From an optimization exercise on the open Yosys and OpenROAD flow, aimed at small area; shortcuts taken in it are not production practice. Function not checked in this run: the RTL went through the layout flow alone. Power is estimated from default activity; no workload was simulated.

$ cat design/flow/config.mk
export PLATFORM = sky130hd
export DESIGN_NAME = dmem_responder
export DESIGN_NICKNAME = dmem_responder
export VERILOG_FILES = /design/flow/design.v
export SDC_FILE = /design/flow/constraint.sdc
export NUM_CORES = 4
export LEC_CHECK = 0
export CAP_MARGIN = 20
export CORE_MARGIN = 2
export CORE_UTILIZATION = 40
export PLACE_DENSITY = 0.6
export SLEW_MARGIN = 20
$ cat design/flow/constraint.sdc
create_clock -name core_clock -period 10.0 [get_ports {clk_i}]
set_input_delay 2.0000 -clock core_clock [delete_from_list [all_inputs] [get_ports {clk_i}]]
set_output_delay 2.0000 -clock core_clock [all_outputs]
set_load 0.01 [all_outputs]
$ cat design/flow/design.v
package dmem_responder_pkg;
  localparam int unsigned DEPTH = 128;   
  localparam int unsigned IDX_W = 7;
  localparam int unsigned WP_STEP = 3;
  localparam int unsigned RP_STEP = 2;
endpackage
module dmem_word_array (
  input  logic        clk_i,
  input  logic        rst_i,
  input  logic        wen_i,     
  input  logic [6:0]  wpos_i,    
  input  logic [31:0] wdata_i,   
  input  logic [3:0]  be_i,
  output logic        whit_o,    
  input  logic [6:0]  rpos_i,    
  output logic [31:0] rdata_o,   
  output logic        rvalid_o
);
  localparam int unsigned N  = dmem_responder_pkg::DEPTH;
  localparam int unsigned WS = dmem_responder_pkg::WP_STEP;
  localparam int unsigned RS = dmem_responder_pkg::RP_STEP;
  localparam int unsigned NR = (N + RS - 1) / RS;
  logic [31:0]  ring_q [N];
  logic [31:0]  ring_d [N];
  logic [N-1:0] vld_q, vld_d;
  logic [N-1:0] hit;
  for (genvar i = 0; i < int'(N); i++) begin : g_pos
    localparam int unsigned Prev = (i + N - 1) % N;
    if (i % WS == 0) begin : g_wport
      assign hit[i] = wen_i && (wpos_i == 7'(i));
      for (genvar b = 0; b < 4; b++) begin : g_lane
        logic sel;
        assign sel = hit[i] && (be_i[b] || !vld_q[Prev]);
        assign ring_d[i][8*b +: 8] = sel ? wdata_i[8*b +: 8] : ring_q[Prev][8*b +: 8];
      end
      assign vld_d[i] = vld_q[Prev] || hit[i];
    end else begin : g_plain
      assign hit[i]    = 1'b0;
      assign ring_d[i] = ring_q[Prev];
      assign vld_d[i]  = vld_q[Prev];
    end
  end
  assign whit_o = |hit;
  always_ff @(posedge clk_i) begin
    for (int i = 0; i < int'(N); i++) begin
      ring_q[i] <= ring_d[i];
    end
  end
  always_ff @(posedge clk_i or negedge rst_i) begin
    if (!rst_i) begin
      vld_q <= '0;
    end else begin
      vld_q <= vld_d;
    end
  end
  logic [31:0] tap_d [NR];
  logic [NR-1:0] tap_v;
  for (genvar r = 0; r < int'(NR); r++) begin : g_tap
    assign tap_d[r] = ring_d[r*RS];
    assign tap_v[r] = vld_d[r*RS];
  end
  assign rdata_o  = tap_d[rpos_i / 7'(RS)];
  assign rvalid_o = tap_v[rpos_i / 7'(RS)];
endmodule
module dmem_responder #(
  parameter int unsigned DEPTH   = 128,
  parameter int unsigned LATENCY = 2
) (
  input  logic        clk_i,
  input  logic        rst_i,
  input  logic        req_valid_i,
  output logic        req_ready_o,
  input  logic        req_write_i,
  input  logic [31:0] req_addr_i,
  input  logic [31:0] req_wdata_i,
  input  logic [3:0]  req_be_i,
  output logic        rsp_valid_o,
  input  logic        rsp_ready_i,
  output logic [31:0] rsp_rdata_o,
  output logic        rsp_err_o,
  output logic        busy_o
);
  if (DEPTH != dmem_responder_pkg::DEPTH || LATENCY != 2) begin : gen_bad_param
    $fatal(1, "dmem_responder: only DEPTH=128, LATENCY=2 is supported");
  end
  logic        busy_q, resp_q;
  logic [6:0]  phase_q;              
  logic [6:0]  idx_q;
  logic        wr_q, err_q, wpend_q;
  logic [31:0] wdata_q;
  logic [3:0]  be_q;
  logic [31:0] rdata_q;
  logic        rvld_q;
  logic        accept, acc_err;
  logic [6:0]  ridx, rpos, wpos;
  logic        whit, cap;
  logic [31:0] tap_data;
  logic        tap_vld;
  logic [31:0] wmask;
  assign accept  = !busy_q && req_valid_i;
  assign acc_err = (req_addr_i[1:0] != 2'b00) || (req_addr_i[31:9] != '0);
  for (genvar b = 0; b < 4; b++) begin : g_mask
    assign wmask[8*b +: 8] = {8{req_be_i[b]}};
  end
  assign wpos = idx_q + phase_q + 7'd1;
  assign ridx = busy_q ? idx_q : req_addr_i[8:2];
  assign rpos = ridx + phase_q + 7'd1;
  dmem_word_array u_array (
    .clk_i    (clk_i),
    .rst_i    (rst_i),
    .wen_i    (wpend_q),
    .wpos_i   (wpos),
    .wdata_i  (wdata_q),
    .be_i     (be_q),
    .whit_o   (whit),
    .rpos_i   (rpos),
    .rdata_o  (tap_data),
    .rvalid_o (tap_vld)
  );
  assign cap = (accept || (busy_q && !resp_q)) &&
               (rpos % 7'(dmem_responder_pkg::RP_STEP) == 7'd0);
  always_ff @(posedge clk_i or negedge rst_i) begin
    if (!rst_i) begin
      busy_q  <= 1'b0;
      resp_q  <= 1'b0;
      phase_q <= '0;
      wpend_q <= 1'b0;
    end else begin
      phase_q <= phase_q + 7'd1;
      if (accept) begin
        busy_q <= 1'b1;
      end else if (busy_q && !resp_q) begin
        resp_q <= 1'b1;
      end else if (resp_q && rsp_ready_i) begin
        busy_q <= 1'b0;
        resp_q <= 1'b0;
      end
      if (accept) begin
        wpend_q <= req_write_i && !acc_err;
      end else if (whit) begin
        wpend_q <= 1'b0;
      end
    end
  end
  always_ff @(posedge clk_i) begin
    if (accept) begin
      idx_q   <= req_addr_i[8:2];
      wr_q    <= req_write_i;
      err_q   <= acc_err;
      wdata_q <= req_wdata_i & wmask;
      be_q    <= req_be_i;
    end
    if (cap) begin
      rdata_q <= tap_data;
      rvld_q  <= tap_vld;
    end
  end
  assign req_ready_o = !busy_q;
  assign rsp_valid_o = resp_q;
  assign busy_o      = busy_q;
  assign rsp_err_o   = err_q;
  assign rsp_rdata_o = rdata_q & {32{rvld_q && !wr_q && !err_q}};
endmodule
$ cat design/flow/run.sh
#!/bin/bash
# synth_recipe.tcl (not shown) runs the flow's synth.tcl, then flattens the netlist and writes it again
# the make line also repeats each setting of config.mk as NAME=value (left out here)
make -C /OpenROAD-flow-scripts/flow DESIGN_CONFIG=/design/flow/config.mk WORK_HOME=/design/flow/orfs CLKGATE_MAP_FILE= SYNTH_SCRIPT=/design/flow/synth_recipe.tcl finish
==> flow_metrics.tcl <==
set metrics [dict create \
    tritoncts "done" \
    clock-sinks 4312 \
    p_leak_nw 58.5 \
    numCtsBuffers 413 \
    synth_nets 9042 \
    ys_warn_count 5 \
    firstDrtPassIters 10 \
    post-route-min-period_ps 7570 \
    wl_mm 583 \
    ys_types 94 \
    instances_no_fill 13900 \
    wire_per_inst_um 41.9 \
    path_class "primary input to register" \
    fin_ws_ps 2430 \
    drc 0 \
    startpoint_type "primary input" \
    synth_ff_type "dfxtp_1" \
    detail-route-antenna-nets 0 \
    synth_cells 8954 \
    final_util 0.482 \
    place_ws_ps 1710 \
    min_path_cells 0 \
    post_cts_buffers 0 \
    num_io_pins 109 \
    crit_fanout 11 \
    critPathCaptureType "register" \
    cp.required_ps 10820 \
    num_vias 84600 \
    r2r-end "rdata_q[27]$_DFFE_PP_" \
    grt_pass1_vias 80800 \
    drv_cap 0 \
    ir_worst_vdd_uv 224 \
    synth_edf_count 78 \
    synth.ff_latch_count 4312 \
    rsz0062_at_grt "no" \
    fmax_mhz 132 \
    core_mm2 0.306 \
    dpl.hpwl_mm 380 \
    viasPerCell 6.08 \
    htree_levels 5 \
    worst-endpoint-arrival_ps 8390 \
    grtUsageTotal 0.364 \
    drive_gt1_frac 0.276 \
    numPortBuffers 108 \
    drt_iter0_drc 14700 \
    reg2reg_from "busy_q$_DFFE_PN0P_" \
    r2r_slack_ps 3140 \
    holdPathEnd "u_array.ring_q[31][22]$_DFF_P_" \
    ctsResizeCount 0 \
    post_dp_cell_area_mm2 0.133 \
    final_area_mm2 0.147 \
    yosysSeqAreaShare 0.716 \
    die-width_um 558 \
    dieArea_mm2 0.311 \
    netlist_area_mm2 0.123 \
    start_util 0.401 \
    async_reset_ff_frac 0.0320 \
    rr_worst_depth 16 \
    die_h_um 558 \
    hold_viol 0 \
    worstMarginPinSlew_ps 1250 \
    gp_congestion 1.05 \
    cts_hold_buf 0 \
    status "no timing/DRC/antenna violations" \
    antenna_found_initial 95 \
    tns_ps 0 \
    grt-ovfl-total 0 \
    avgSynthCellArea_um2 13.7 \
    finalSetupViolations 0 \
    areaGrowthSynthToFinish_pct 20.1 \
    dp_cells 13100 \
    clkLatencyLatePin_ps 1010 \
    grt_max_degree 78 \
    drv_slew 0 \
    hold_slack_ps 272 \
    skew_ps 61.0 \
    slew-limit-headroom 0.165 \
    p_per_area_mw_per_mm2 275 \
    final.period_utilization 0.757 \
    cts.clk_slew.worst_paths_ps 70 \
    grt_pass1_wl_mm 754 \
    finalPower_mw 40.5 \
    final_nets 9500 \
    clockRootBuffer "clkbuf_16" \
    clock_path_buffers 4 \
    min_from "u_array.ring_q[30][22]$_DFF_P_" \
    fp-row-count 203 \
    hold_class "register to register" \
]
sequential cells by signal, indices dropped and copies added (netlist names):
signal	cells
u_array.ring_q	4096
u_array.vld_q	128
rdata_q	32
wdata_q	32
idx_q	7
phase_q	7
be_q	4
busy_q	1
err_q	1
resp_q	1
rvld_q	1
wpend_q	1
wr_q	1
cell families after synthesis:
family                     count (synthesis)  share of synthesized area
buffers and inverters                    556                     0.0172
adders and majority gates                 15                    0.00165
and+or+nand+nor                         1245                     0.0519
AOI/OAI and AO/OA                       1481                     0.0903
xor gates and xnor gates                  20                    0.00155
muxes                                   1325                      0.122
DFF                                     4312                      0.716
worst max-delay path by stage:
stage / startpoint / end / slack, ps / cells after the start
after floorplan: req_addr_i[2] / rdata_q[3]$_DFFE_PP_ / 3910 / 18
after detailed placement: req_addr_i[2] / rdata_q[22]$_DFFE_PP_ / 1710 / 16
after CTS: req_addr_i[2] / rdata_q[22]$_DFFE_PP_ / 2720 / 16
final: req_addr_i[2] / rdata_q[27]$_DFFE_PP_ / 2430 / 17
after global placement: req_addr_i[2] / rdata_q[12]$_DFFE_PP_ / 1450 / 17
after global routing: req_addr_i[2] / rdata_q[27]$_DFFE_PP_ / 2470 / 17
power breakdown:
part           switching [mW]  leakage (nW)  internal [mW]  total [mW]
Sequential              0.101          35.6           17.4        17.5
Clock                    7.03          7.15           9.53        16.6
Combinational            5.33          15.7           1.09        6.42
Total                    12.5          58.5           28.0        40.5
layer usage:
metal  GRT usage  up-vias  share of wire
li1            -    33200              -
met1       0.469    42800           0.39
met2       0.510     6710           0.40
met3       0.129     1878           0.13
met4       0.242       48          0.078
met5     0.00556        -        0.00089
cells in the final DEF, fill, tap and decap left out, drive strengths merged, types with 78 or more instances in the layout:
| master | n |
|---|---|
| and2 | 91 |
| a21oi | 201 |
| nand2 | 374 |
| nand3 | 207 |
| a22oi | 393 |
| clkbuf | 589 |
| buf | 438 |
| a221oi | 101 |
| o21ai | 202 |
| clkinv | 105 |
| nand4 | 104 |
| edfxtp | 78 |
| dfxtp | 4096 |
| clkdlybuf4s50 | 107 |
| mux2 | 1272 |
| a22o | 132 |
| nor2 | 142 |
| dfrtp | 138 |
layout make-up:
class	count	area (um^2)
clock buffers	589	12100
inverters	54	205
fillers	26500	158000
repair buffers	545	4800
flip-flops and latches	4312	87800
clock inverters	180	2450
well taps	4100	5130
multi-input cells	4086	34700
diodes	53	133
worst max-delay path: stages:
cell and delay (ps):
clkdlybuf4s50_1 440, mux2i_1 150, ha_1 290, inv_1 120, fa_2 460, a211oi_2 530
nor2_1 140, buf_4 190, o221ai_1 770, nand3_2 860, nor2_4 1180, buf_4 480
a22o_1 190, a221o_1 110, or4_1 140, nor4_1 90, a31oi_1 200
cells in the mapped netlist, types with 43 or more instances:
master       n  area share
a211oi_1    43      0.0026
a21oi_1    201      0.0082
a221oi_1   100      0.0071
a22o_1     132      0.0094
a22oi_1    393       0.024
and2_1      88      0.0045
and3_1      65      0.0033
buf_1       68      0.0021
clkbuf_1   424       0.013
dfrtp_1    138       0.028
dfxtp_1   4096        0.67
edfxtp_1    78       0.019
inv_1       52      0.0016
mux2_2    1268        0.12
mux2i_1     48      0.0039
nand2_1    373       0.011
nand3_1    206      0.0084
nand4_1    104      0.0053
nor2_1     142      0.0043
nor3_1      66      0.0027
nor4_1      48      0.0024
o21ai_0    167      0.0068

re-timing with driven ports:
In the flow no input, the clock included, has a driving cell. The finished layout below was timed again as built, in two steps.
Step 1 sets driving cells, clkbuf_16 on the clock port and buf_2 on the other inputs (assumed; they add their load-dependent delay and slew).
Step 2 also shifts input and output timing later by t, the mid clock arrival at the registers, as if the neighbouring blocks saw the same clock.
Slacks: no drivers / after step 1 / after step 2; pairs: no drivers / after step 1.
shift t [ns]: 1.073
slack for setup (ns): 2.427 / 2.493 / 1.420
worst setup path at the end: input to register
worst slew at a driven data input, ns: 0.09
After both steps this run still meets setup and hold. The setup slack of this run moves by +0.066 ns with the drivers and by -1.007 ns with both steps.
